Context: an optimization exercise on an open-source flow, tuned for small area. The choices shown serve that exercise and are no tape-out recipe.
RTL that was checked went through simulation tests only; none was proved equivalent to the original.
For runs 1 to 3 and 5, only the layout was checked, not whether the RTL still works.

===== design/flow/flow/run.sh =====
#!/bin/bash
# The standard layout (the standard.sh: unchanged synthesis, floorplan,
# power grid and placement) with two knobs changed:
#  - port buffers are sky130_fd_sc_hd__buf_1 instead of the default pick
#  - clock tree synthesis with these options and no dummy loads
# The run's full output goes to standard.log here; ORFS's own per-step logs
# are under orfs/logs/.
set -euo pipefail
export BUFFER_PORTS_ARGS="-buffer_cell sky130_fd_sc_hd__buf_1"
export CTS_ARGS="-sink_clustering_enable -repair_clock_nets -sink_clustering_size 20 -sink_clustering_max_diameter 60 -buf_list sky130_fd_sc_hd__clkbuf_8 -dont_use_dummy_load"
bash standard.sh > standard.log 2>&1

===== design/flow/standard.sh =====
#!/bin/bash
# synth_recipe.tcl (not shown) runs the flow's synth.tcl, then flattens the netlist and writes it again
# the make line also repeats each setting of config.mk as NAME=value (left out here)
make -C /OpenROAD-flow-scripts/flow DESIGN_CONFIG=/design/flow/config.mk WORK_HOME=/design/flow/orfs CLKGATE_MAP_FILE= SYNTH_SCRIPT=/design/flow/synth_recipe.tcl "${@:-finish}"

===== design/flow/config.mk =====
export PLATFORM = sky130hd
export DESIGN_NAME = sw_top
export DESIGN_NICKNAME = sw_top
export VERILOG_FILES = /design/flow/design.v
export SDC_FILE = /design/flow/constraint.sdc
export NUM_CORES = 4
export LEC_CHECK = 0
export CAP_MARGIN = 20
export CORE_MARGIN = 2
export CORE_UTILIZATION = 40
export SLEW_MARGIN = 20

===== design/flow/constraint.sdc =====
create_clock -name core_clock -period 11.0 [get_ports {clk}]
set_input_delay 2.2000 -clock core_clock [delete_from_list [all_inputs] [get_ports {clk}]]
set_output_delay 2.2000 -clock core_clock [all_outputs]
set_load 0.01 [all_outputs]

===== design/flow/design.v =====
`timescale 1ns/1ps
module sw_top (
    input  logic          clk,
    input  logic          reset,
    input  logic          valid_i,
    input  logic [1:0]    data_ref_i,
    input  logic [1:0]    data_query_i,
    output logic          finish_o,
    output logic [20:0]   best_o
);
    logic [6:0]  cnt_q;      
    logic [5:0]  rp_q;       
    logic [3:0]  qp_q;       
    logic        bub_q;      
    logic        loaded, front, take, run, real_cell, row_end, first_row, front_row, first_cell, done;
    assign loaded    = cnt_q[6];
    assign front     = (cnt_q[6:4] == 3'd0);
    assign take      = valid_i & ~loaded;
    assign run       = ~front;
    assign real_cell = run & ~bub_q;
    assign row_end   = (qp_q == 4'd0);
    assign first_row = (rp_q == 6'd1);
    assign front_row = ((rp_q[5:4] == 2'd0) & (rp_q[3:0] != 4'd0)) | (rp_q == 6'd16);
    assign first_cell = first_row & (qp_q == 4'd1);
    assign done      = loaded & first_cell;
    logic [31:0] qry_q;      
    logic [31:0] frt_q;      
    logic [95:0] bck_q;      
    always_ff @(posedge clk) begin
        if ((take & front) | run)
            qry_q <= {qry_q[29:0], run ? qry_q[31:30] : data_query_i};
        if ((take & front) | (real_cell & row_end & front_row))
            frt_q <= {frt_q[29:0], data_ref_i};
        if ((take & ~front) | (real_cell & row_end & ~front_row))
            bck_q <= {bck_q[93:0], data_ref_i};
    end
    logic [1:0] qbase, rbase;
    assign qbase = qry_q[31:30];
    assign rbase = front_row ? frt_q[31:30] : bck_q[95:94];
    logic [3:0] ring_q [0:15];
    logic [3:0] ring_in;
    always_ff @(posedge clk) begin
        ring_q[0] <= ring_in;
        for (int k = 1; k < 16; k++) ring_q[k] <= ring_q[k-1];
    end
    logic [5:0] hl_q;        
    logic [2:0] vv_q;        
    logic       g_q;         
    logic [2:0] dd;
    logic       f;
    logic [2:0] u, l, d4, dd_new, vv_new;
    logic       zx, f_new, g_new, uh, lh, ul;
    logic [5:0] h_new;
    always_comb begin
        if (first_row) begin
            dd = 3'd2;
            f  = 1'b0;
        end else begin
            dd = ring_q[15][3:1];
            f  = ring_q[15][0];
        end
        u = dd + {2'b0, f};
        l = vv_q + {2'b0, g_q};
        zx = (hl_q[5:3] == 3'd0) & (vv_q[2] | vv_q[1]) &
             (hl_q[2:0] == {vv_q[2] & vv_q[1], ~vv_q[1], vv_q[0]});
        uh = u[2];                       
        lh = l[2];                       
        ul = (u >= l);
        if (rbase == qbase) begin
            d4    = 3'd6;
            f_new = (u == 3'd6);
            g_new = (l == 3'd6);
        end else if (uh | lh) begin
            d4    = ul ? u : l;
            f_new = ul;
            g_new = (l >= u);
        end else begin
            d4    = zx ? 3'd4 : 3'd3;   
            f_new = ~zx & (u == 3'd3);
            g_new = ~zx & (l == 3'd3);
        end
        dd_new = d4 - vv_q;
        vv_new = d4 - dd;
        h_new  = hl_q + {3'b0, dd_new} - 6'd2;
        ring_in = real_cell ? {dd_new, f_new} : ring_q[15];
    end
    always_ff @(posedge clk) begin
        if (row_end | ~run) begin
            hl_q <= '0;
            vv_q <= 3'd2;
            g_q  <= 1'b0;
        end else begin
            hl_q <= h_new;
            vv_q <= vv_new;
            g_q  <= g_new;
        end
    end
    logic [5:0] bs_q;
    logic [5:0] br_q;
    logic [3:0] bc_q;
    logic       upd;
    assign upd = real_cell & (first_cell | (h_new > bs_q) |
                 ((h_new == bs_q) & (qp_q != 4'd0) & ((bc_q == 4'd0) | (qp_q < bc_q))));
    always_ff @(posedge clk) begin
        if (upd) begin
            bs_q <= h_new;
            br_q <= rp_q;
            bc_q <= qp_q;
        end
    end
    logic [6:0]  cnt_inc;
    assign cnt_inc = cnt_q + {6'd0, take};
    logic [5:0]  osc_q;      
    logic [9:0]  opos_q;     
    logic        nz;
    assign nz = (osc_q != 6'd0);
    always_ff @(posedge clk) begin
        if (done) opos_q <= {br_q, bc_q};
    end
    always_ff @(posedge clk or posedge reset) begin
        if (reset) begin
            cnt_q <= '0;
            rp_q  <= 6'd1;
            qp_q  <= 4'd1;
            bub_q <= 1'b0;
            osc_q <= '0;
        end else begin
            cnt_q <= {cnt_inc[6] & ~done, cnt_inc[5:0]};
            if (done) osc_q <= bs_q;
            qp_q <= run ? qp_q + 4'd1 : 4'd1;
            rp_q <= rp_q + {5'd0, real_cell & row_end};
            if (run & row_end) begin
                bub_q <= ~loaded & (rp_q[5:1] == 5'b01000);
            end
        end
    end
    assign finish_o = ~run & (qp_q == 4'd2);
    assign best_o   = {2'b00, osc_q,
                       nz & (opos_q[9:4] == 6'd0), nz ? opos_q[9:4] : 6'd0, 1'b0,
                       nz & (opos_q[3:0] == 4'd0), nz ? opos_q[3:0] : 4'd0};
endmodule

==> flow_summary.yaml, run 1 <==
outcome:
  status: "finished clean"
drt:
  drtIter0Drc: 351
  wirelength_met1_um: 6060
  vias: 4111
  met3WireLength_um: 464
  wl_met2_um: 5810
  drc: 0
  ant_nets: 0
  wire_per_inst_um: 14.1
  vias_per_cell: 4.58
  routed.top_layer: "met4"
  routed_wl_um: 12600
  drtPass1Iterations: 4
worst_setup_path:
  cp-start-kind: "flip-flop"
  cpPeakStageDelay_ps: 600
  end_kind: "flip-flop"
  worstPathArrival_ps: 7620
  crit_type: "flip-flop to flip-flop"
  cp_common_cell: "ha_1"
  crit_slowest_cell: "or4_4"
  critPathMaxFanout: 11
  worst_ep_required_time_ps: 11160
global_route:
  grt_overflow: 0
  grtUsageTotal_pct: 10.6
  grt_pass1_vias: 4055
  grt_pass1_wl_um: 21000
  grt_max_degree: 97
  antenna_found_initial: 0
floorplan:
  fp.dieArea_mm2: 0.0249
  rows: 56
  start_util_pct: 40.5
  io_pins: 29
  die_x_um: 158
  fp.coreArea_mm2: 0.0233
  fp.dieH_um: 158
logic_synthesis:
  synth_cell_types: 51
  ys_async_sr_fraction_pct: 8.45
  synth_seq_cells: 284
  seq_area_frac_synth_pct: 81.1
  yosysTopAreaCell: "edfxtp_1"
  syn_area_per_cell_um2: 17.7
  netlist_area_mm2: 0.00945
  yosys-top-cells-area: "edfxtp_1 59%, dfxtp_1 16%, dfrtp_1 5.8%"
  netlist_instances: 534
  yosysMostFrequentCell: "edfxtp_1"
  synth_warnings: 2
  synth_top_area_share_pct: 59.1
  synth_edf_count: 186
  yosys-top-cells-count: "186 x edfxtp_1, 74 x dfxtp_1, 34 x ha_1, 25 x inv_1, 22 x dfrtp_1"
  synth_ff_type: "edfxtp_1"
finish:
  syn_to_final_growth_pct: 8.22
  final_cell_area_mm2: 0.0102
  drive_gt1_share_pct: 7.08
  fillers: 2057
  n_antenna_cell: 0
  nets: 625
  final_core_util_pct: 43.8
clocking:
  cts_tree: "yes"
  cts_made_buffers: 19
  clk_latency_ps: 530
  cts.sinks: 284
  ctsLongestPathBuffers: 3
  cts-root-buf: "clkbuf_8"
  hold_buffers: 0
  cts_resized: 0
  cts.clk_slew.worst_paths_ps: 120
  htree_levels: 1
  cts_setup_buffers: 0
timing:
  period_minus_slack_ps: 7450
  min_period_over_period_pct: 67.7
  tightest_slew_ps: 808
  rsz0062_at_grt: "no"
  setup_tns_ps: 0
  hold_violations: 0
  fmaxAchievable_mhz: 134
  final-max-slew-violation-count: 0
  skew_ps: 66.2
  slew_headroom_pct: 46.1
  finalSetupViolations: 0
placed_design:
  place_area_mm2: 0.00995
  io_buffer_count: 25
  gp_congestion: 0.798
  hpwlAfterDp_um: 7750
min_path:
  hold_class: "flip-flop to flip-flop"
flow_run:
  maxCapViolations: 0
critical path, delay by kind of cell, from the launching register on:
family                   cells  cell delay [ps]
adder cells (fa/ha/maj)      8             2380
XOR/XNOR                     4              730
AND/OR/NAND/NOR              8             1550
buffers and inverters        2              360
flip-flops                   1              460
AO/OA/AOI/OAI                8             1610
cells by family after synthesis:
group | count (synthesis) | share of synthesized area [%]
xor gates and xnor gates | 23 | 2.21
DFF | 284 | 81.1
buffers and inverters | 32 | 1.50
adders and majority gates | 37 | 5.14
muxes | 7 | 0.794
and+or+nand+nor | 104 | 6.06
AOI/OAI and AO/OA | 46 | 3.12
other | 1 | 0.0397
state kept, by name, summed over array words and instances, names as in the netlist, 6 cells and up:
register and count:
frt_q 32, cnt_q 7, qry_q 32, rp_q 6
hl_q 6, ring_q 64, opos_q 10, bs_q 6
osc_q 6, bck_q 96, br_q 6
cell type report:
type	count	area [um2]	share of cell area (%)
sequential	284	7670	75.0
multi-input combinational	220	1660	16.2
tap	319	399	3.90
clock buffer	19	262	2.56
timing repair buffer	31	150	1.47
inverter	25	93.8	0.917
metal layers:
layer	vias to the layer above	track usage, %
met5	-	0
met4	0	3.25
met3	25	2.33
met2	61	16.1
met1	2032	15.2
li1	1993	-
per-stage QoR:
step / setup WS, ps / cells / hold WS (ps)
6_report: 3550 / 898 / 311
5_1_grt: 2960 / 898 / 307
4_1_cts: 3610 / 897 / 315
3_5_place_dp: 3710 / 878 / 312
3_3_place_gp: 4050 / 878 / 311
2_1_floorplan: 4170 / 536 / 310
path summary, 6_finish.rpt:
check                                  start            to  slack [ps]  depth (start not counted)
max in group asynchronous              reset       rp_q[0]        8930                          3
worst min register to register  ring_q[5][2]  ring_q[6][2]         310                          0
worst max register to register       rp_q[5]       bs_q[0]        3550                         30
worst max-delay path                 rp_q[5]       bs_q[0]        3550                         30
worst min-delay path            ring_q[5][2]  ring_q[6][2]         310                          0
min in group asynchronous              reset      osc_q[0]        1590                          2
placed cells by master, fill, tap and decap left out, drive strengths merged, types with 17 or more instances in the layout:
cell type and n:
edfxtp 186, o21ai 18, inv 25, dfrtp 22, buf 31, nand2 20
clkbuf 19, dfxtp 74, ha 34, and2 17
==> run 2: changes to the inputs <==
--- a/design/flow/config.mk
+++ b/design/flow/config.mk
@@ -8,4 +8,5 @@
 export CAP_MARGIN = 20
 export CORE_MARGIN = 2
 export CORE_UTILIZATION = 40
+export GPL_TIMING_DRIVEN = 0
 export SLEW_MARGIN = 20
==> run 2 against run 1 <==
- sequential share of layout area down 0.38 points
- via count down 0.17%
- global-route usage up 0.11 points
- worst setup slack worse by 130 ps
- core utilization up 0.23 points
- die area unchanged
- still clean
==> flow_summary.yaml, run 2 <==
outcome:
  status: "finished clean"
logic_synthesis:
  syn_area_per_cell_um2: 17.7
  yosysMostFrequentCell: "edfxtp_1"
  netlist_area_mm2: 0.00945
  yosys-top-cells-area: "edfxtp_1 59%, dfxtp_1 16%, dfrtp_1 5.8%"
  synth_edf_count: 186
  synth_warnings: 2
  netlist_instances: 534
  synth_top_area_share_pct: 59.1
  synth_seq_cells: 284
  seq_area_frac_synth_pct: 81.1
  synth_cell_types: 51
  yosysTopAreaCell: "edfxtp_1"
  yosys-top-cells-count: "186 x edfxtp_1, 74 x dfxtp_1, 34 x ha_1, 25 x inv_1, 22 x dfrtp_1"
  synth_ff_type: "edfxtp_1"
  ys_async_sr_fraction_pct: 8.45
clocking:
  cts.clk_slew.worst_paths_ps: 110
  clk_latency_ps: 520
  cts_made_buffers: 20
  cts_resized: 0
  htree_levels: 1
  cts_setup_buffers: 0
  cts.sinks: 284
  cts_tree: "yes"
  ctsLongestPathBuffers: 3
  hold_buffers: 0
  cts-root-buf: "clkbuf_8"
worst_setup_path:
  worstPathArrival_ps: 7720
  cpPeakStageDelay_ps: 710
  critPathMaxFanout: 16
  crit_type: "flip-flop to flip-flop"
  crit_slowest_cell: "a21oi_2"
  cp_common_cell: "ha_1"
  worst_ep_required_time_ps: 11130
  end_kind: "flip-flop"
  cp-start-kind: "flip-flop"
finish:
  largest_reg_flops: 96
  final_core_util_pct: 44.1
  final_common_cell: "edfxtp_1"
  syn_to_final_growth_pct: 8.78
  n_antenna_cell: 0
  nets: 629
  stdcell_count: 902
  largest-register: "bck_q"
  layout_common_cells: "186 x edfxtp_1, 74 x dfxtp_1, 34 x ha_1, 25 x inv_1, 25 x buf_1"
  fillers: 2030
  drive_gt1_share_pct: 7.72
  reg_top3: "bck_q (96), ring_q (64)"
  final_cell_area_mm2: 0.0103
timing:
  period_minus_slack_ps: 7580
  finalSetupViolations: 0
  slew_headroom_pct: 37.9
  final-max-slew-violation-count: 0
  rsz0062_at_grt: "no"
  fmaxAchievable_mhz: 132
  hold_violations: 0
  min_period_over_period_pct: 68.9
  skew_ps: 43.4
  fin_ws_ps: 3420
  holdWs_ps: 295
  setup_tns_ps: 0
  tightest_slew_ps: 931
placed_design:
  io_buffer_count: 25
  gp_congestion: 0.785
  hpwlAfterDp_um: 8080
  placedCellCount: 882
  pre_cts_ws_ps: 3420
  place_area_mm2: 0.0100
drt:
  vias_per_cell: 4.55
  vias: 4104
  ant_nets: 0
  drtIter0Drc: 222
  wire_per_inst_um: 14.0
  drtPass1Iterations: 5
  routed_wl_um: 12600
  drc: 0
flow_run:
  maxCapViolations: 0
global_route:
  grt_pass1_vias: 4195
  grt_pass1_wl_um: 21300
  grt_max_degree: 36
  grt_overflow: 0
  grtUsageTotal_pct: 10.7
  antenna_found_initial: 0
floorplan:
  start_util_pct: 40.5
  rows: 56
  io_pins: 29
  die_x_um: 158
  fp.dieArea_mm2: 0.0249
  fp.coreArea_mm2: 0.0233
  fp.dieH_um: 158
min_path:
  hold_class: "flip-flop to flip-flop"
## run 2: cell counts after synthesis
No cell type changed its count.
## run 2: cell families (layout without fill, tap and decap cells)
kind of cell | count (synthesis) | after routing | synth area share (%)
flops | 284 | 284 | 81.1
xor+xnor | 23 | 23 | 2.21
mux | 7 | 7 | 0.794
fa+ha+maj | 37 | 37 | 5.14
buf+inv | 32 | 79 | 1.50
simple gates | 104 | 104 | 6.06
other cells | 1 | 3 | 0.0397
compound gates | 46 | 46 | 3.12
## run 2: final timing paths
kind,start,to,slack (ps),cells past startpoint
hold / removal,ring_q[10][3],ring_q[11][3],290,0
setup / recovery,rp_q[2],br_q[1],3420,29
min in group asynchronous,reset,qp_q[3],1840,2
hold reg to reg,ring_q[10][3],ring_q[11][3],290,0
setup reg to reg,rp_q[2],br_q[1],3420,29
max in group asynchronous,reset,osc_q[0],8570,2
## run 2: routing by layer
layer	GRT usage (%)	part of all wire [%]	wire, um
met5	0	0	0
met4	2.94	2.1	264
met3	2.41	3.6	455
met2	17.2	46	5820
met1	14.6	48	6100
## run 2: layout make-up
type,count,area (um2),share of cell area (%)
Clock buffer,20,275,2.68
Sequential cell,284,7670,74.6
Inverter,25,93.8,0.913
Multi-Input combinational cell,220,1660,16.2
Timing Repair Buffer,27,134,1.30
Buffer,7,47.5,0.462
Tap cell,319,399,3.88
## run 2: worst max-delay path: cells and delay by family (launching register included)
kind / cells / cell delay (ps)
compound gates: 8 / 1830
xor+xnor: 4 / 950
fa+ha+maj: 8 / 2290
buf+inv: 1 / 60
flops: 1 / 470
simple gates: 8 / 1590
==> run 3: changes to the inputs <==
--- a/design/flow/config.mk
+++ b/design/flow/config.mk
@@ -5,8 +5,8 @@
 export SDC_FILE = /design/flow/constraint.sdc
 export NUM_CORES = 4
 export LEC_CHECK = 0
-export CAP_MARGIN = 20
+export CAP_MARGIN = 5
 export CORE_MARGIN = 2
 export CORE_UTILIZATION = 40
 export GPL_TIMING_DRIVEN = 0
-export SLEW_MARGIN = 20
+export SLEW_MARGIN = 5
==> run 3 against run 2 <==
- clock-buffer cell count decreased by 1
- die area unchanged
- fmax fell by 1.3%
- hold slack improved by 6.6 ps
- cell count down 0.22%
- area after synthesis stayed put
- critical path type unchanged
==> flow_summary.yaml, run 3 <==
outcome:
  status: "finished clean"
worst_setup_path:
  crit_slowest_cell: "a21oi_2"
  crit_type: "flip-flop to flip-flop"
  cp_common_cell: "ha_1"
  worstPathArrival_ps: 7810
  cpPeakStageDelay_ps: 680
  end_kind: "flip-flop"
  critPathBufInv: 1
  cp-start-kind: "flip-flop"
  critPathMaxFanout: 16
  cp_top_family: "adder cells"
  worst_ep_required_time_ps: 11130
floorplan:
  fp.dieH_um: 158
  fp.coreArea_mm2: 0.0233
  fp.dieArea_mm2: 0.0249
  die_x_um: 158
  rows: 56
  start_util_pct: 40.5
  io_pins: 29
timing:
  setup_tns_ps: 0
  tightest_slew_ps: 922
  period_minus_slack_ps: 7680
  final-max-slew-violation-count: 0
  skew_ps: 49.9
  finalSetupViolations: 0
  fmaxAchievable_mhz: 130
  rsz0062_at_grt: "no"
  slew_headroom_pct: 38.5
  min_period_over_period_pct: 69.8
  hold_violations: 0
global_route:
  grtUsageTotal_pct: 10.6
  antenna_found_initial: 0
  grt_pass1_vias: 4150
  grt_overflow: 0
  grt_max_degree: 67
  grt_pass1_wl_um: 21100
clocking:
  clk_latency_ps: 530
  ctsLongestPathBuffers: 3
  cts.sinks: 284
  htree_levels: 1
  cts.clk_slew.worst_paths_ps: 110
  cts_setup_buffers: 0
  cts_tree: "yes"
  hold_buffers: 0
  cts-root-buf: "clkbuf_8"
  cts_resized: 0
  cts_made_buffers: 19
finish:
  largest-register: "bck_q"
  fillers: 2030
  syn_to_final_growth_pct: 8.50
  drive_gt1_share_pct: 7.40
  layout_common_cells: "186 x edfxtp_1, 74 x dfxtp_1, 34 x ha_1, 25 x inv_1, 25 x buf_1"
  nets: 627
  final_common_cell: "edfxtp_1"
  largest_reg_flops: 96
  n_antenna_cell: 0
  reg_top3: "bck_q (96), ring_q (64)"
drt:
  ant_nets: 0
  met3WireLength_um: 467
  wl_met2_um: 5840
  wire_per_inst_um: 14.2
  routed_wl_um: 12800
  vias_per_cell: 4.63
  drc: 0
  drtPass1Iterations: 4
  drtIter0Drc: 292
  vias: 4165
  routed.top_layer: "met4"
  wirelength_met1_um: 6090
logic_synthesis:
  netlist_instances: 534
  synth_ff_type: "edfxtp_1"
  seq_area_frac_synth_pct: 81.1
  syn_area_per_cell_um2: 17.7
  ys_async_sr_fraction_pct: 8.45
  synth_cell_types: 51
  yosysMostFrequentCell: "edfxtp_1"
  netlist_area_mm2: 0.00945
  yosysTopAreaCell: "edfxtp_1"
  synth_edf_count: 186
  yosys-top-cells-count: "186 x edfxtp_1, 74 x dfxtp_1, 34 x ha_1, 25 x inv_1, 22 x dfrtp_1"
  yosys-top-cells-area: "edfxtp_1 59%, dfxtp_1 16%, dfrtp_1 5.8%"
  synth_warnings: 2
  synth_seq_cells: 284
  synth_top_area_share_pct: 59.1
placed_design:
  gp_congestion: 0.785
  io_buffer_count: 25
  hpwlAfterDp_um: 7950
flow_run:
  maxCapViolations: 0
min_path:
  hold_class: "flip-flop to flip-flop"
## run 3: cell counts after synthesis
No cell type changed its count.
## run 3: cell type report
cell class	instances	area, um2	share of cell area [%]
Tap cell	319	399	3.89
Multi-Input combinational cell	220	1660	16.2
Inverter	25	93.8	0.915
Buffer	7	47.5	0.464
Timing Repair Buffer	26	121	1.18
Clock buffer	19	262	2.55
Sequential cell	284	7670	74.8
## run 3: kinds of logic (layout without fill, tap and decap cells)
group / after synthesis / count (layout) / synth area share (%)
and+or+nand+nor: 104 / 104 / 6.06
buffers and inverters: 32 / 77 / 1.50
other: 1 / 3 / 0.0397
xor gates and xnor gates: 23 / 23 / 2.21
AOI/OAI and AO/OA: 46 / 46 / 3.12
muxes: 7 / 7 / 0.794
DFF: 284 / 284 / 81.1
adders and majority gates: 37 / 37 / 5.14
## run 3: worst reg2reg max path: cells and delay by family (launching register included)
kind | cells | cell delay, ps
xor gates and xnor gates | 4 | 950
and+or+nand+nor | 8 | 1660
AOI/OAI and AO/OA | 8 | 1840
buffers and inverters | 1 | 60
adders and majority gates | 8 | 2300
DFF | 1 | 480
## run 3: metrics by stage
stage | cells | utilization, % | setup WS (ps) | hold WS [ps] | cell area (um2)
after floorplan | 536 | - | 4170 | 310 | 9460
after global placement | 880 | 42.7 | 3160 | 310 | 9950
after detailed placement | 881 | 42.8 | 3370 | 312 | 9990
after CTS | 900 | 43.9 | 3320 | 299 | 10300
after global routing | 900 | 44.0 | 2820 | 306 | 10300
final | 900 | 44.0 | 3320 | 301 | 10300
## run 3: worst paths after layout
| check | from | endpoint | slack (ps) | depth (start not counted) |
|---|---|---|---|---|
| setup / recovery | rp_q[2] | bc_q[1] | 3320 | 29 |
| hold / removal | ring_q[1][2] | ring_q[2][2] | 300 | 0 |
| setup reg to reg | rp_q[2] | bc_q[1] | 3320 | 29 |
| hold reg to reg | ring_q[1][2] | ring_q[2][2] | 300 | 0 |
| max in group asynchronous | reset | osc_q[1] | 8580 | 2 |
| min in group asynchronous | reset | rp_q[1] | 1830 | 2 |
## run 3: routing by layer
layer,vias to the layer above,track usage (%)
met2,65,16.6
met3,31,2.22
met4,0,3.77
met5,-,0
li1,1998,-
met1,2071,14.8
==> run 4: changes to the inputs <==
--- a/design/flow/design.v
+++ b/design/flow/design.v
@@ -12,7 +12,7 @@
     logic [5:0]  rp_q;       
     logic [3:0]  qp_q;       
     logic        bub_q;      
-    logic        loaded, front, take, run, real_cell, row_end, first_row, front_row, first_cell, done;
+    logic        loaded, front, take, run, real_cell, row_end, first_row, front_row, done;
     assign loaded    = cnt_q[6];
     assign front     = (cnt_q[6:4] == 3'd0);
     assign take      = valid_i & ~loaded;
@@ -21,8 +21,7 @@
     assign row_end   = (qp_q == 4'd0);
     assign first_row = (rp_q == 6'd1);
     assign front_row = ((rp_q[5:4] == 2'd0) & (rp_q[3:0] != 4'd0)) | (rp_q == 6'd16);
-    assign first_cell = first_row & (qp_q == 4'd1);
-    assign done      = loaded & first_cell;
+    assign done      = loaded & first_row & (qp_q == 4'd1);
     logic [31:0] qry_q;      
     logic [31:0] frt_q;      
     logic [95:0] bck_q;      
@@ -99,10 +98,12 @@
     logic [5:0] br_q;
     logic [3:0] bc_q;
     logic       upd;
-    assign upd = real_cell & (first_cell | (h_new > bs_q) |
+    assign upd = real_cell & ((h_new > bs_q) |
                  ((h_new == bs_q) & (qp_q != 4'd0) & ((bc_q == 4'd0) | (qp_q < bc_q))));
     always_ff @(posedge clk) begin
-        if (upd) begin
+        if (!run) begin
+            bs_q <= '0;
+        end else if (upd) begin
             bs_q <= h_new;
             br_q <= rp_q;
             bc_q <= qp_q;
==> design/flow/config.mk (replaced) <==
export PLATFORM = sky130hd
export DESIGN_NAME = sw_top
export DESIGN_NICKNAME = sw_top
export VERILOG_FILES = /design/flow/design.v
export SDC_FILE = /design/flow/constraint.sdc
export NUM_CORES = 4
export LEC_CHECK = 0
export CAP_MARGIN = 20
export CORE_MARGIN = 2
export CORE_UTILIZATION = 40
export SLEW_MARGIN = 20
==> run 4 against run 3 <==
- fmax down 0.24%
- worst setup slack worse by 18 ps
- still clean on timing, DRC and antenna
- via count up 0.79%
- clock-buffer cell count down 1
- routed wire length down 1.0%
- global-route usage about the same
- area after synthesis up 0.13%
- highest routed layer unchanged
- core utilization down 0.070 points
==> flow_summary.yaml, run 4 <==
logic_synthesis:
  yosys-top-cells-count: "180 x edfxtp_1, 80 x dfxtp_1, 35 x inv_1, 34 x ha_1, 30 x nor2_1"
  ys_async_sr_fraction_pct: 8.45
  synth_edf_count: 180
  synth_seq_cells: 284
  synth_cell_types: 53
  yosysMostFrequentCell: "edfxtp_1"
  syn_area_per_cell_um2: 16.9
  synth_top_area_share_pct: 57.1
  synth_warnings: 2
  synth_ff_type: "edfxtp_1"
  yosysTopAreaCell: "edfxtp_1"
  netlist_area_mm2: 0.00947
  yosys-top-cells-area: "edfxtp_1 57%, dfxtp_1 17%, dfrtp_1 5.8%"
  seq_area_frac_synth_pct: 80.4
  netlist_instances: 560
drt:
  routed_wl_um: 12600
  drtIter0Drc: 330
  wirelength_met1_um: 6160
  routed.top_layer: "met4"
  vias_per_cell: 4.57
  vias: 4198
  drc: 0
  drtPass1Iterations: 4
  wire_per_inst_um: 13.8
  met3WireLength_um: 443
  wl_met2_um: 5630
  ant_nets: 0
timing:
  rsz0062_at_grt: "no"
  period_minus_slack_ps: 7700
  final-max-slew-violation-count: 0
  fin_ws_ps: 3300
  min_period_over_period_pct: 70.0
  slew_headroom_pct: 31.5
  skew_ps: 24.7
  fmaxAchievable_mhz: 130
  finalSetupViolations: 0
  tightest_slew_ps: 1020
  setup_tns_ps: 0
  hold_violations: 0
placed_design:
  io_buffer_count: 25
  gp_congestion: 0.761
  hpwlAfterDp_um: 7780
  pre_cts_ws_ps: 3390
  place_area_mm2: 0.00996
floorplan:
  start_util_pct: 40.6
  fp.dieH_um: 158
  fp.dieArea_mm2: 0.0249
  rows: 56
  fp.coreArea_mm2: 0.0233
  die_x_um: 158
  io_pins: 29
worst_setup_path:
  crit_type: "flip-flop to flip-flop"
  cp_top_family: "adder cells"
  worst_ep_required_time_ps: 11190
  cp_common_cell: "ha_1"
  critPathBufInv: 2
  cp-start-kind: "flip-flop"
  cpPeakStageDelay_ps: 800
  end_kind: "flip-flop"
  worstPathArrival_ps: 7880
  critPathMaxFanout: 12
  crit_slowest_cell: "a31oi_1"
min_path:
  hold_class: "flip-flop to flip-flop"
global_route:
  grt_pass1_vias: 4188
  grt_overflow: 0
  antenna_found_initial: 0
  grt_max_degree: 97
  grtUsageTotal_pct: 10.6
  grt_pass1_wl_um: 21100
clocking:
  cts_resized: 0
  htree_levels: 1
  ctsLongestPathBuffers: 3
  cts_setup_buffers: 0
  cts.sinks: 284
  clk_latency_ps: 520
  hold_buffers: 0
  cts.clk_slew.worst_paths_ps: 110
  cts_tree: "yes"
  cts_made_buffers: 18
  cts-root-buf: "clkbuf_8"
finish:
  layout_common_cells: "180 x edfxtp_1, 80 x dfxtp_1, 35 x inv_1, 34 x ha_1, 30 x nor2_1"
  fillers: 2064
  drive_gt1_share_pct: 6.00
  reg_top3: "bck_q (96), ring_q (64)"
  final_common_cell: "edfxtp_1"
  largest_reg_flops: 96
  syn_to_final_growth_pct: 8.18
  final_core_util_pct: 43.9
  n_antenna_cell: 0
  largest-register: "bck_q"
  final_cell_area_mm2: 0.0102
  nets: 646
  register_area_mm2: 0.00761
  multi_input_area_mm2: 0.00170
flow_run:
  maxCapViolations: 0
outcome:
  status: "finished clean"
run 4: changes by cell type in the layout (fill, tap and decap cells not counted), sizes merged, moves of 4 or more:
| cell | previous run | this run |
|---|---|---|
| nor2b | 7 | 2 |
| a21oi | 11 | 15 |
| mux2 | 4 | 0 |
| dfxtp | 74 | 80 |
| edfxtp | 186 | 180 |
| o21ai | 18 | 14 |
| nor2 | 12 | 30 |
| nand2 | 20 | 26 |
| inv | 25 | 38 |
| clkbuf | 23 | 18 |
run 4: worst paths after layout:
path / startpoint / endpoint / slack [ps] / cells past startpoint
worst max-delay path: rp_q[5] / bc_q[3] / 3300 / 29
min in group asynchronous: reset / qp_q[2] / 1850 / 2
worst max register to register: rp_q[5] / bc_q[3] / 3300 / 29
max in group asynchronous: reset / osc_q[3] / 8550 / 2
worst min register to register: ring_q[5][3] / ring_q[6][3] / 330 / 0
worst min-delay path: ring_q[5][3] / ring_q[6][3] / 330 / 0
run 4: cells by family after synthesis:
family	share of synthesized area (%)
multiplexers	0.635
adder cells (fa/ha/maj)	5.13
AND/OR/NAND/NOR	5.82
AO/OA/AOI/OAI	3.71
buffers and inverters	1.97
flip-flops	80.4
other	0.0396
XOR/XNOR	2.30
run 4: area by class of cell:
| cell class | count | area share, % |
|---|---|---|
| inverter | 38 | 1.39 |
| sequential | 284 | 74.3 |
| tap | 319 | 3.90 |
| clock buffer | 18 | 2.42 |
| timing repair buffer | 28 | 1.33 |
| multi-input combinational | 232 | 16.6 |
run 4: layer usage:
| metal | track usage (%) | vias to the layer above |
|---|---|---|
| li1 | - | 2060 |
| met1 | 14.9 | 2055 |
| met2 | 16.4 | 53 |
| met3 | 2.11 | 30 |
| met4 | 3.98 | 0 |
| met5 | 0 | - |
run 4: metrics by stage:
stage               instances  hold slack, ps
global route              919             324
floorplan                 562             310
global placement          900             311
CTS                       918             334
finish                    919             329
detailed placement        900             312
==> run 5: changes to the inputs <==
--- a/design/flow/design.v
+++ b/design/flow/design.v
@@ -12,7 +12,7 @@
     logic [5:0]  rp_q;       
     logic [3:0]  qp_q;       
     logic        bub_q;      
-    logic        loaded, front, take, run, real_cell, row_end, first_row, front_row, done;
+    logic        loaded, front, take, run, real_cell, row_end, first_row, front_row, first_cell, done;
     assign loaded    = cnt_q[6];
     assign front     = (cnt_q[6:4] == 3'd0);
     assign take      = valid_i & ~loaded;
@@ -21,7 +21,8 @@
     assign row_end   = (qp_q == 4'd0);
     assign first_row = (rp_q == 6'd1);
     assign front_row = ((rp_q[5:4] == 2'd0) & (rp_q[3:0] != 4'd0)) | (rp_q == 6'd16);
-    assign done      = loaded & first_row & (qp_q == 4'd1);
+    assign first_cell = first_row & (qp_q == 4'd1);
+    assign done      = loaded & first_cell;
     logic [31:0] qry_q;      
     logic [31:0] frt_q;      
     logic [95:0] bck_q;      
@@ -48,7 +49,7 @@
     logic [2:0] dd;
     logic       f;
     logic [2:0] u, l, d4, dd_new, vv_new;
-    logic       zx, f_new, g_new, uh, lh, ul;
+    logic       zx, f_new, g_new, uh, lh, ul, lu;
     logic [5:0] h_new;
     always_comb begin
         if (first_row) begin
@@ -64,7 +65,12 @@
              (hl_q[2:0] == {vv_q[2] & vv_q[1], ~vv_q[1], vv_q[0]});
         uh = u[2];                       
         lh = l[2];                       
-        ul = (u >= l);
+        ul = 1'b1;
+        lu = 1'b1;
+        for (int k = 0; k < 3; k++) begin
+            ul = (u[k] & ~l[k]) | ((u[k] | ~l[k]) & ul);
+            lu = (l[k] & ~u[k]) | ((l[k] | ~u[k]) & lu);
+        end
         if (rbase == qbase) begin
             d4    = 3'd6;
             f_new = (u == 3'd6);
@@ -72,7 +78,7 @@
         end else if (uh | lh) begin
             d4    = ul ? u : l;
             f_new = ul;
-            g_new = (l >= u);
+            g_new = lu;
         end else begin
             d4    = zx ? 3'd4 : 3'd3;   
             f_new = ~zx & (u == 3'd3);
@@ -98,12 +104,18 @@
     logic [5:0] br_q;
     logic [3:0] bc_q;
     logic       upd;
-    assign upd = real_cell & ((h_new > bs_q) |
-                 ((h_new == bs_q) & (qp_q != 4'd0) & ((bc_q == 4'd0) | (qp_q < bc_q))));
+    logic       tie;         
+    logic       c_col, c_sc;
+    always_comb begin
+        c_col = 1'b0;
+        for (int k = 0; k < 4; k++) c_col = (bc_q[k] & ~qp_q[k]) | ((bc_q[k] | ~qp_q[k]) & c_col);
+        tie = (qp_q != 4'd0) & ((bc_q == 4'd0) | c_col);
+        c_sc = tie;
+        for (int k = 0; k < 6; k++) c_sc = (h_new[k] & ~bs_q[k]) | ((h_new[k] | ~bs_q[k]) & c_sc);
+    end
+    assign upd = real_cell & (first_cell | c_sc);
     always_ff @(posedge clk) begin
-        if (!run) begin
-            bs_q <= '0;
-        end else if (upd) begin
+        if (upd) begin
             bs_q <= h_new;
             br_q <= rp_q;
             bc_q <= qp_q;
==> run 5 against run 4 <==
- largest cell class unchanged
- critical path type unchanged
- register-to-register slack improved by 750 ps
- final area decreased by 1.1%
- critical path depth shrank 6
==> flow_summary.yaml, run 5 <==
placed_design:
  hpwlAfterDp_um: 7740
  gp_congestion: 0.741
  place_area_mm2: 0.00986
  pre_cts_ws_ps: 4150
  io_buffer_count: 25
worst_setup_path:
  crit_type: "flip-flop to flip-flop"
  end_kind: "flip-flop"
  reg2reg_from: "rp_q[1]"
  r2r_setup_slack_ps: 4050
  worstPathArrival_ps: 7130
  cp-start-kind: "flip-flop"
  r2r_cells: 23
  critPathMaxFanout: 12
  worst_ep_required_time_ps: 11180
  rr_endpoint: "bs_q[1]"
global_route:
  grt_max_degree: 97
  grt_pass1_wl_um: 20700
  grt_overflow: 0
  grt_pass1_vias: 4081
  grtUsageTotal_pct: 10.5
  antenna_found_initial: 0
floorplan:
  fp.dieH_um: 157
  rows: 55
  die_x_um: 157
  fp.dieArea_mm2: 0.0246
  start_util_pct: 41.1
  fp.coreArea_mm2: 0.0228
  io_pins: 29
finish:
  nets: 619
  final_common_cell: "edfxtp_1"
  syn_to_final_growth_pct: 8.29
  final_cell_area_mm2: 0.0101
  drive_gt1_share_pct: 6.34
  n_antenna_cell: 0
  reg_top3: "bck_q (96), ring_q (64)"
  layout_common_cells: "186 x edfxtp_1, 74 x dfxtp_1, 31 x nand2_1, 27 x inv_1"
  largest_reg_flops: 96
  largest-register: "bck_q"
logic_synthesis:
  synth_edf_count: 186
  synth_seq_cells: 284
  seq_area_frac_synth_pct: 82.0
  netlist_area_mm2: 0.00935
  netlist_instances: 542
  yosysMostFrequentCell: "edfxtp_1"
  yosys-top-cells-count: "186 x edfxtp_1, 74 x dfxtp_1, 31 x nand2_1, 27 x inv_1, 26 x nor2_1"
  synth_top_area_share_pct: 59.7
  synth_cell_types: 51
  synth_ff_type: "edfxtp_1"
  syn_area_per_cell_um2: 17.3
  ys_async_sr_fraction_pct: 8.45
  yosys-top-cells-area: "edfxtp_1 60%, dfxtp_1 16%, dfrtp_1 5.9%"
  yosysTopAreaCell: "edfxtp_1"
  synth_warnings: 2
timing:
  min_period_over_period_pct: 63.2
  hold_violations: 0
  setup_tns_ps: 0
  skew_ps: 40.5
  rsz0062_at_grt: "no"
  period_minus_slack_ps: 6950
  slew_headroom_pct: 38.7
  final-max-slew-violation-count: 0
  fmaxAchievable_mhz: 144
  fin_ws_ps: 4050
  finalSetupViolations: 0
  tightest_slew_ps: 894
min_path:
  hold_class: "flip-flop to flip-flop"
  hp-start: "ring_q[8][3]"
  min_delay_worst_endpoint: "ring_q[9][3]"
  hold_depth: 0
clocking:
  cts-root-buf: "clkbuf_8"
  cts_made_buffers: 19
  ctsLongestPathBuffers: 3
  hold_buffers: 0
  cts.clk_slew.worst_paths_ps: 110
  cts.sinks: 284
  htree_levels: 1
  cts_tree: "yes"
  cts_resized: 0
  clk_latency_ps: 520
  cts_setup_buffers: 0
drt:
  ant_nets: 0
  vias_per_cell: 4.65
  routed_wl_um: 12800
  drtPass1Iterations: 4
  vias: 4170
  wire_per_inst_um: 14.3
  drc: 0
  drtIter0Drc: 249
outcome:
  status: "finished clean"
flow_run:
  maxCapViolations: 0
run 5: cell families after synthesis:
| group | after synthesis | synth area share (%) |
|---|---|---|
| other | 1 | 0.0401 |
| AO/OA/AOI/OAI | 37 | 2.47 |
| adder cells (fa/ha/maj) | 30 | 4.15 |
| flip-flops | 284 | 82.0 |
| multiplexers | 5 | 0.562 |
| XOR/XNOR | 24 | 2.25 |
| buffers and inverters | 36 | 1.58 |
| AND/OR/NAND/NOR | 125 | 6.96 |
run 5: routing by layer:
layer  GRT usage [%]  up-vias  routed length [um]
met1            14.9     2049                6330
met2            16.1       89                5630
met4            3.45        0                 360
met5               0        -                   0
li1                -     2005                   -
met3            2.26       27                 506
run 5: critical path, cell delays in order (launching register included):
cell and delay [ps]:
dfrtp_1 460, or4_2 720, nor2_1 340, nor2b_1 120, ha_1 230, ha_1 190
xnor2_1 440, o21a_1 260, a221o_1 160, nand2_1 80, ha_1 220, fa_1 380
xor2_1 160, xnor2_1 230, ha_1 310, fa_1 470, xor2_1 220, a21oi_1 170
nand3_1 90, o31ai_1 210, nor3_1 80, maj3_1 350, a21oi_1 440, buf_4 300
run 5: cell type report:
cell class              instances  area (um2)
clock buffers                  19         262
fillers                      1979       12600
inverters                      27         101
multi-input cells             224        1570
flip-flops and latches        284        7670
well taps                     313         392
repair buffers                 30         135
run 5: through the flow:
| stage | hold slack (ps) | std cells | utilization, % |
|---|---|---|---|
| after floorplan | 310 | 544 | - |
| after global placement | 311 | 878 | 43.3 |
| after detailed placement | 312 | 878 | 43.3 |
| after CTS | 308 | 897 | 44.5 |
| after global routing | 305 | 897 | 44.5 |
| final | 299 | 897 | 44.5 |
run 5: how the worst max path moves through the flow:
stage | end | cells past startpoint | start | slack, ps
after floorplan | bck_q[0] | 3 | valid_i | 4030
after global placement | br_q[1] | 23 | rp_q[1] | 4510
after detailed placement | br_q[2] | 23 | rp_q[1] | 4150
after CTS | bs_q[1] | 23 | rp_q[1] | 4100
after global routing | bs_q[1] | 23 | rp_q[1] | 3650
final | bs_q[1] | 23 | rp_q[1] | 4050
==> run 6: changes to the inputs <==
--- a/design/flow/design.v
+++ b/design/flow/design.v
@@ -51,14 +51,10 @@
     logic [2:0] u, l, d4, dd_new, vv_new;
     logic       zx, f_new, g_new, uh, lh, ul, lu;
     logic [5:0] h_new;
+    logic [3:0] dm;
     always_comb begin
-        if (first_row) begin
-            dd = 3'd2;
-            f  = 1'b0;
-        end else begin
-            dd = ring_q[15][3:1];
-            f  = ring_q[15][0];
-        end
+        dd = ring_q[15][3:1];
+        f  = ring_q[15][0];
         u = dd + {2'b0, f};
         l = vv_q + {2'b0, g_q};
         zx = (hl_q[5:3] == 3'd0) & (vv_q[2] | vv_q[1]) &
@@ -86,8 +82,9 @@
         end
         dd_new = d4 - vv_q;
         vv_new = d4 - dd;
-        h_new  = hl_q + {3'b0, dd_new} - 6'd2;
-        ring_in = real_cell ? {dd_new, f_new} : ring_q[15];
+        dm     = {1'b0, dd_new} - 4'd2;
+        h_new  = hl_q + {{2{dm[3]}}, dm};
+        ring_in = real_cell ? {dd_new, f_new} : (run ? ring_q[15] : 4'b0100);
     end
     always_ff @(posedge clk) begin
         if (row_end | ~run) begin
==> run 6 against run 5 <==
- fmax grew 13%
- critical path type unchanged
- routed wire length down 4.6%
- via count fell by 3.0%
- final area decreased by 1.0%
- clock-buffer cell count increased by 1
- still clean on timing, DRC and antenna
- global-route usage shrank 0.19 points
- clock skew is 2.5 ps lower
- cell count fell by 5.5%
- largest cell class unchanged
==> flow_summary.yaml, run 6 <==
outcome:
  status: "finished clean"
worst_setup_path:
  crit_slowest_cell: "a311oi_4"
  r2r_cells: 20
  end_kind: "flip-flop"
  cpPeakStageDelay_ps: 780
  worst_ep_required_time_ps: 11140
  crit_cells: 20
  reg2reg_from: "rp_q[1]"
  critPathBufInv: 1
  startpoint: "rp_q[1]"
  rr_endpoint: "bs_q[0]"
  cp_top_family: "compound AO/OA/AOI/OAI gates"
  crit_type: "flip-flop to flip-flop"
  cp-start-kind: "flip-flop"
  cp_cell_sequence: "nor4_2 -> mux2i_1 -> mux2i_1 -> xnor2_1 -> or2_1 -> o21ai_0 -> ha_1 -> fa_1 -> xor2_1 -> xnor2_1 -> ha_1 -> inv_1 -> ha_1 -> a21oi_1 -> a21oi_1 -> o21a_1 -> nor2_1 -> xnor2_1 -> o221a_2 -> a311oi_4"
  r2r_setup_slack_ps: 4870
  critPathMaxFanout: 16
  crit_end: "bs_q[0]"
  worstPathArrival_ps: 6270
clocking:
  cts_resized: 0
  cts_made_buffers: 20
  cts.sinks: 284
  ctsLongestPathBuffers: 3
  cts_setup_buffers: 0
  hold_buffers: 0
  cts.clk_slew.worst_paths_ps: 110
  cts_tree: "yes"
  cts-root-buf: "clkbuf_8"
  clk_latency_ps: 520
  htree_levels: 1
floorplan:
  rows: 55
  fp.coreArea_mm2: 0.0226
  io_pins: 29
  die_x_um: 156
  fp.dieArea_mm2: 0.0243
  start_util_pct: 40.8
  fp.dieH_um: 156
placed_design:
  placedCellCount: 827
  hpwlAfterDp_um: 7340
  gp_congestion: 0.768
  pre_cts_ws_ps: 4900
  io_buffer_count: 25
  place_area_mm2: 0.00972
timing:
  hold_violations: 0
  final-max-slew-violation-count: 0
  fmaxAchievable_mhz: 163
  skew_ps: 38.0
  rsz0062_at_grt: "no"
  fin_ws_ps: 4870
  setup_tns_ps: 0
  tightest_slew_ps: 884
  slew_headroom_pct: 40.7
  finalSetupViolations: 0
  holdWs_ps: 300
  period_minus_slack_ps: 6130
  min_period_over_period_pct: 55.7
logic_synthesis:
  synth_seq_cells: 284
  yosys-top-cells-area: "edfxtp_1 60%, dfxtp_1 16%, dfrtp_1 6.0%"
  synth_edf_count: 186
  syn_area_per_cell_um2: 17.8
  yosysMostFrequentCell: "edfxtp_1"
  synth_top_area_share_pct: 60.5
  netlist_instances: 519
  yosys-top-cells-count: "186 x edfxtp_1, 74 x dfxtp_1, 26 x nand2_1, 24 x inv_1, 23 x nor2_1"
  yosysTopAreaCell: "edfxtp_1"
  synth_ff_type: "edfxtp_1"
  ys_async_sr_fraction_pct: 8.45
  synth_warnings: 2
  synth_cell_types: 50
  seq_area_frac_synth_pct: 83.0
  netlist_area_mm2: 0.00924
finish:
  final_core_util_pct: 44.3
  nets: 596
  drive_gt1_share_pct: 6.75
  final_common_cell: "edfxtp_1"
  layout_common_cells: "186 x edfxtp_1, 74 x dfxtp_1, 25 x nand2_1, 25 x buf_1"
  stdcell_count: 848
  n_antenna_cell: 0
  syn_to_final_growth_pct: 8.53
  largest-register: "bck_q"
  reg_top3: "bck_q (96), ring_q (64)"
  largest_reg_flops: 96
  final_cell_area_mm2: 0.0100
global_route:
  grtUsageTotal_pct: 10.3
  grt_overflow: 0
  antenna_found_initial: 0
  grt_pass1_vias: 3987
  grt_max_degree: 97
  grt_pass1_wl_um: 20300
drt:
  wire_per_inst_um: 14.4
  routed.top_layer: "met4"
  drtPass1Iterations: 4
  routed_wl_um: 12200
  wl_met2_um: 5310
  drc: 0
  vias: 4044
  ant_nets: 0
  met3WireLength_um: 411
  drtIter0Drc: 239
  wirelength_met1_um: 6160
  vias_per_cell: 4.77
min_path:
  hold_class: "flip-flop to flip-flop"
flow_run:
  maxCapViolations: 0
[run 6: worst min-delay path by stage]
stage,to,cells past startpoint,slack (ps),start
finish,ring_q[3][1],0,300,ring_q[2][1]
global route,ring_q[3][1],0,290,ring_q[2][1]
CTS,ring_q[3][1],0,300,ring_q[2][1]
detailed placement,ring_q[2][0],0,310,ring_q[1][0]
global placement,ring_q[13][2],0,310,ring_q[12][2]
floorplan,ring_q[10][0],0,310,ring_q[9][0]
[run 6: worst register-to-register path: stages, from the launching register on]
cell and delay, ps:
dfrtp_1 440, nor4_2 300, mux2i_1 630, mux2i_1 190, xnor2_1 340, or2_1 240, o21ai_0 160, ha_1 240
fa_1 370, xor2_1 160, xnor2_1 190, ha_1 260, inv_1 80, ha_1 240, a21oi_1 200, a21oi_1 110
o21a_1 180, nor2_1 110, xnor2_1 170, o221a_2 330, a311oi_4 780
[run 6: per-layer routing]
metal  vias to the layer above  track usage [%]
li1                       1942                -
met4                         0             3.32
met3                        27             2.25
met2                        57             15.4
met5                         -                0
met1                      2018             15.0
[run 6: area by class of cell]
type	instances	area, um2
Sequential cell	284	7670
Inverter	24	90.1
Clock buffer	20	275
Fill cell	1955	12600
Multi-Input combinational cell	207	1500
Timing Repair Buffer	28	136
Tap cell	285	357
[run 6: cells by family after synthesis]
kind of cell	count (synthesis)	share of synthesized area [%]
xor gates and xnor gates	24	2.28
adders and majority gates	27	3.82
DFF	284	83.0
muxes	8	0.921
and+or+nand+nor	104	5.69
other	1	0.0406
AOI/OAI and AO/OA	41	2.88
buffers and inverters	30	1.35
==> run 7: changes to the inputs <==
--- a/design/flow/flow/run.sh
+++ b/design/flow/flow/run.sh
@@ -7,5 +7,5 @@
 # are under orfs/logs/.
 set -euo pipefail
 export BUFFER_PORTS_ARGS="-buffer_cell sky130_fd_sc_hd__buf_1"
-export CTS_ARGS="-sink_clustering_enable -repair_clock_nets -sink_clustering_size 20 -sink_clustering_max_diameter 60 -buf_list sky130_fd_sc_hd__clkbuf_8 -dont_use_dummy_load"
+export CTS_ARGS="-sink_clustering_enable -repair_clock_nets -sink_clustering_size 12 -sink_clustering_max_diameter 50 -buf_list sky130_fd_sc_hd__clkbuf_4 -dont_use_dummy_load"
 bash standard.sh > standard.log 2>&1
==> run 7 against run 6 <==
- still clean
- synthesized cell count unchanged
- area after synthesis stayed put
- global-route usage rose by 0.14 points
- sequential share of layout area is 0.44 points higher
- highest routed layer unchanged
==> flow_summary.yaml, run 7 <==
outcome:
  status: "finished clean"
clocking:
  clk_latency_ps: 650
  htree_levels: 1
  hold_buffers: 0
  cts_tree: "yes"
  cts-root-buf: "clkbuf_4"
  cts.sinks: 284
  cts.clk_slew.worst_paths_ps: 120
  ctsLongestPathBuffers: 3
  cts_setup_buffers: 0
  cts_made_buffers: 29
  cts_resized: 0
timing:
  skew_ps: 81.1
  tightest_slew_ps: 894
  holdWs_ps: 314
  fin_ws_ps: 4840
  period_minus_slack_ps: 6160
  final-max-slew-violation-count: 0
  setup_tns_ps: 0
  rsz0062_at_grt: "no"
  hold_violations: 0
  fmaxAchievable_mhz: 162
  slew_headroom_pct: 40.0
  min_period_over_period_pct: 56.0
  finalSetupViolations: 0
logic_synthesis:
  syn_area_per_cell_um2: 17.8
  synth-compound-area-share_pct: 2.88
  synth_xor_area_share_pct: 2.28
  synth.area.mux_share_pct: 0.921
  synth_top_area_share_pct: 60.5
  netlist_area_mm2: 0.00924
  netlist_instances: 519
  synth_seq_cells: 284
  yosys-top-cells-count: "186 x edfxtp_1, 74 x dfxtp_1, 26 x nand2_1, 24 x inv_1, 23 x nor2_1"
  synth_warnings: 2
  yosysTopAreaCell: "edfxtp_1"
  ys_async_sr_fraction_pct: 8.45
  synth_edf_count: 186
  synth_cell_types: 50
  yosys.area_share.simple_pct: 5.69
  synth_ff_type: "edfxtp_1"
  synth_top_family_by_area: "simple AND/OR/NAND/NOR gates"
  seq_area_frac_synth_pct: 83.0
  yosys-top-cells-area: "edfxtp_1 60%, dfxtp_1 16%, dfrtp_1 6.0%"
  synthAdderAreaFrac_pct: 3.82
  yosysMostFrequentCell: "edfxtp_1"
placed_design:
  hpwlAfterDp_um: 7340
  pre_cts_ws_ps: 4900
  gp_congestion: 0.768
  io_buffer_count: 25
  placedCellCount: 827
drt:
  met3WireLength_um: 480
  drc: 0
  routed.top_layer: "met4"
  wl_met2_um: 5320
  vias: 4114
  drtPass1Iterations: 4
  drtIter0Drc: 267
  ant_nets: 0
  vias_per_cell: 4.80
  wire_per_inst_um: 14.5
  wirelength_met1_um: 6290
  routed_wl_um: 12400
global_route:
  grt_max_degree: 97
  grt_pass1_vias: 4073
  antenna_found_initial: 0
  grt_overflow: 0
  grt_pass1_wl_um: 20600
  grtUsageTotal_pct: 10.4
worst_setup_path:
  critPathMaxFanout: 16
  end_kind: "flip-flop"
  startpoint: "rp_q[1]"
  cp-start-kind: "flip-flop"
  reg2reg_from: "rp_q[1]"
  crit_type: "flip-flop to flip-flop"
  worst_ep_required_time_ps: 11230
  worstPathArrival_ps: 6390
finish:
  largest-register: "bck_q"
  multi_input_area_mm2: 0.00150
  n_antenna_cell: 0
  largest_reg_flops: 96
  register_area_mm2: 0.00767
  final_common_cell: "edfxtp_1"
  syn_to_final_growth_pct: 7.91
  drive_gt1_share_pct: 8.22
  fillers: 1989
  reg_top3: "bck_q (96), ring_q (64)"
  nets: 605
  stdcell_count: 857
  layout_common_cells: "186 x edfxtp_1, 74 x dfxtp_1, 29 x clkbuf_4, 25 x nand2_1, 25 x buf_1"
floorplan:
  die_x_um: 156
  rows: 55
  io_pins: 29
  fp.coreArea_mm2: 0.0226
  fp.dieH_um: 156
  fp.dieArea_mm2: 0.0243
  start_util_pct: 40.8
min_path:
  hp-start: "ring_q[2][1]"
  hold_class: "flip-flop to flip-flop"
flow_run:
  maxCapViolations: 0
## run 7: cell counts after synthesis
No cell type changed its count.
## run 7: stage by stage
stage                     utilization, %  area (um2)
after floorplan                        -        9250
final                               44.0        9970
after global placement              42.9        9710
after global routing                44.0        9970
after detailed placement            43.0        9720
after CTS                           43.9        9940
## run 7: logic make-up (layout without fill, tap and decap cells)
group | count (synthesis) | count (layout)
compound gates | 41 | 41
mux | 8 | 8
xor+xnor | 24 | 24
flops | 284 | 284
fa+ha+maj | 27 | 27
other cells | 1 | 3
buf+inv | 30 | 81
simple gates | 104 | 104
## run 7: worst paths after layout
| kind | end | depth (start not counted) | slack, ps |
|---|---|---|---|
| max | bc_q[1] | 20 | 4840 |
| max in group asynchronous | bub_q | 2 | 8940 |
| min | ring_q[3][1] | 0 | 310 |
| max reg2reg | bc_q[1] | 20 | 4840 |
| min in group asynchronous | cnt_q[4] | 2 | 1590 |
| min reg2reg | ring_q[3][1] | 0 | 310 |
## run 7: metal layers
| metal | track usage (%) | up-vias |
|---|---|---|
| met3 | 2.53 | 32 |
| met4 | 3.28 | 0 |
| li1 | - | 1971 |
| met2 | 15.4 | 60 |
| met5 | 0 | - |
| met1 | 15.4 | 2051 |
## run 7: area by class of cell
| cell class | count | area share (%) |
|---|---|---|
| multi-input cells | 207 | 15.0 |
| repair buffers | 28 | 1.37 |
| inverters | 24 | 0.904 |
| clock buffers | 29 | 2.18 |
| flip-flops and latches | 284 | 76.9 |
| well taps | 285 | 3.58 |
## run 7: critical path: stages, from the launching register on
cell and delay, ps:
dfrtp_1 450, nor4_2 300, mux2i_1 640, mux2i_1 190, xnor2_1 340, or2_1 240
o21ai_0 160, ha_1 240, fa_1 370, xor2_1 160, xnor2_1 190, ha_1 260
inv_1 80, ha_1 240, a21oi_1 200, a21oi_1 110, o21a_1 180, nor2_1 110
xnor2_1 170, o221a_2 330, a311oi_4 760
==> run 8: changes to the inputs <==
--- a/design/flow/config.mk
+++ b/design/flow/config.mk
@@ -7,5 +7,5 @@
 export LEC_CHECK = 0
 export CAP_MARGIN = 20
 export CORE_MARGIN = 2
-export CORE_UTILIZATION = 40
+export CORE_UTILIZATION = 45
 export SLEW_MARGIN = 20
==> run 8 against run 7 <==
- clock skew rose by 12 ps
- first-iteration DRC count is 6.0% lower
- routed wire length down 2.3%
- cell count is 1.6% lower
- synthesized cell count is the same
- via count is the same
- worst setup slack better by 120 ps
- final area decreased by 0.16%
==> flow_summary.yaml, run 8 <==
outcome:
  status: "finished clean"
clocking:
  cts_tree: "yes"
  cts.sinks: 284
  ctsLongestPathBuffers: 3
  cts.clk_slew.worst_paths_ps: 110
  hold_buffers: 0
  cts_made_buffers: 29
  cts_setup_buffers: 0
  cts_resized: 0
  htree_levels: 1
  clk_latency_ps: 680
  cts-root-buf: "clkbuf_4"
global_route:
  grtUsageTotal_pct: 11.5
  antenna_found_initial: 1
  grt_pass1_wl_um: 20100
  grt_pass1_vias: 4001
  grt_overflow: 0
  grt_max_degree: 97
finish:
  stdcell_count: 843
  final_common_cell: "edfxtp_1"
  largest-register: "bck_q"
  fillers: 1742
  reg_top3: "bck_q (96), ring_q (64)"
  final_core_util_pct: 49.3
  syn_to_final_growth_pct: 7.73
  nets: 605
  largest_reg_flops: 96
  drive_gt1_share_pct: 8.22
  layout_common_cells: "186 x edfxtp_1, 74 x dfxtp_1, 29 x clkbuf_4, 25 x nand2_1, 25 x buf_1"
timing:
  fin_ws_ps: 4970
  hold_violations: 0
  finalSetupViolations: 0
  setup_tns_ps: 0
  final-max-slew-violation-count: 0
  skew_ps: 93.6
  tightest_slew_ps: 968
  period_minus_slack_ps: 6030
  min_period_over_period_pct: 54.9
  slew_headroom_pct: 35.4
  fmaxAchievable_mhz: 166
  rsz0062_at_grt: "no"
floorplan:
  die_x_um: 147
  fp.dieArea_mm2: 0.0217
  rows: 52
  fp.coreArea_mm2: 0.0202
  start_util_pct: 45.8
  fp.dieH_um: 147
  io_pins: 29
drt:
  ant_nets: 0
  vias: 4114
  drtIter0Drc: 251
  drtPass1Iterations: 4
  vias_per_cell: 4.88
  wire_per_inst_um: 14.4
  routed_wl_um: 12100
  drc: 0
logic_synthesis:
  ys_async_sr_fraction_pct: 8.45
  synth_edf_count: 186
  seq_area_frac_synth_pct: 83.0
  yosysTopAreaCell: "edfxtp_1"
  netlist_area_mm2: 0.00924
  yosys-top-cells-count: "186 x edfxtp_1, 74 x dfxtp_1, 26 x nand2_1, 24 x inv_1, 23 x nor2_1"
  synth_ff_type: "edfxtp_1"
  synth_top_area_share_pct: 60.5
  yosysMostFrequentCell: "edfxtp_1"
  netlist_instances: 519
  synth_seq_cells: 284
  synth_cell_types: 50
  yosys-top-cells-area: "edfxtp_1 60%, dfxtp_1 16%, dfrtp_1 6.0%"
  syn_area_per_cell_um2: 17.8
  synth_warnings: 2
worst_setup_path:
  cp-start-kind: "flip-flop"
  worstPathArrival_ps: 6340
  critPathMaxFanout: 16
  crit_end: "bs_q[0]"
  r2r_setup_slack_ps: 4970
  worst_ep_required_time_ps: 11300
  rr_endpoint: "bs_q[0]"
  crit_type: "flip-flop to flip-flop"
  startpoint: "rp_q[1]"
  reg2reg_from: "rp_q[1]"
  end_kind: "flip-flop"
  r2r_cells: 20
placed_design:
  hpwlAfterDp_um: 7230
  gp_congestion: 0.797
  placedCellCount: 812
  pre_cts_ws_ps: 4930
  io_buffer_count: 25
flow_run:
  maxCapViolations: 0
min_path:
  hold_class: "flip-flop to flip-flop"
-- run 8: area by class of cell --
type | count | area (um2) | area share, %
sequential | 284 | 7670 | 77.1
multi-input combinational | 207 | 1500 | 15.1
tap | 270 | 338 | 3.39
clock buffer | 29 | 218 | 2.19
timing repair buffer | 28 | 136 | 1.37
inverter | 24 | 90.1 | 0.905
antenna | 1 | 2.50 | 0.0251
-- run 8: through the flow --
step | hold slack, ps | instance area [um2]
floorplan | 310 | 9250
global placement | 311 | 9690
detailed placement | 312 | 9710
CTS | 325 | 9920
global route | 326 | 9950
finish | 323 | 9950
-- run 8: per-layer routing --
metal	track usage, %	vias up	part of all wire, %
met3	2.64	32	4.6
met2	17.1	80	43
met1	16.6	2028	49
li1	-	1974	-
met5	0	-	0
met4	4.47	0	3.0
-- run 8: cells by family (layout without fill, tap and decap cells) --
family	after synthesis	count (layout)	synth area share, %
AOI/OAI and AO/OA	41	41	2.88
xor gates and xnor gates	24	24	2.28
adders and majority gates	27	27	3.82
buffers and inverters	30	81	1.35
DFF	284	284	83.0
muxes	8	8	0.921
other	1	4	0.0406
and+or+nand+nor	104	104	5.69
-- run 8: worst min-delay path by stage --
stage	from	to	slack [ps]	cells past startpoint
2_1_floorplan	ring_q[9][0]	ring_q[10][0]	310	0
3_3_place_gp	ring_q[1][0]	ring_q[2][0]	310	0
3_5_place_dp	ring_q[12][1]	ring_q[13][1]	310	0
4_1_cts	ring_q[7][0]	ring_q[8][0]	320	0
5_1_grt	ring_q[14][3]	ring_q[15][3]	330	0
6_report	ring_q[7][0]	ring_q[8][0]	320	0
-- run 8: critical path, stage by stage (launching register included) --
cell and delay, ps:
dfrtp_1 440, nor4_2 320, mux2i_1 630, mux2i_1 200
xnor2_1 340, or2_1 230, o21ai_0 150, ha_1 240
fa_1 370, xor2_1 160, xnor2_1 200, ha_1 260
inv_1 80, ha_1 250, a21oi_1 160, a21oi_1 90
o21a_1 170, nor2_1 110, xnor2_1 160, o221a_2 330
a311oi_4 770

==> port drivers added, routing unchanged <==
Ports are ideal in the flow. The routed layouts listed here were re-timed in OpenROAD. Step 1 sets driving cells, clkbuf_16 on the clock port and buf_2 on the other inputs (assumed; they add their load-dependent delay and slew). Step 2 moves the port delays by t, midway between the first and last clock arrival at a register: inputs arrive t later, outputs are due t later. That takes back most of the time a late clock gives input paths. a / b / c = ideal ports / drivers / drivers and shift; a / b = the first two.
run	t (ns)	setup slack, ns	hold WS [ns]	worst slew at a driven data input, ns
run 1	0.531	3.550 / 3.550 / 3.550	0.311 / 0.311 / 0.311	0.03
run 2	0.541	3.418 / 3.418 / 3.418	0.295 / 0.295 / 0.295	0.03
run 3	0.550	3.322 / 3.322 / 3.322	0.301 / 0.301 / 0.301	0.03
run 4	0.539	3.303 / 3.303 / 3.303	0.329 / 0.329 / 0.329	0.03
run 5	0.534	4.051 / 4.051 / 4.051	0.299 / 0.299 / 0.299	0.04
run 6	0.539	4.872 / 4.872 / 4.872	0.300 / 0.300 / 0.300	0.04
run 7	0.642	4.842 / 4.842 / 4.842	0.314 / 0.314 / 0.314	0.04
run 8	0.661	4.966 / 4.966 / 4.966	0.323 / 0.323 / 0.323	0.04
After both steps setup and hold are still met in every run listed.
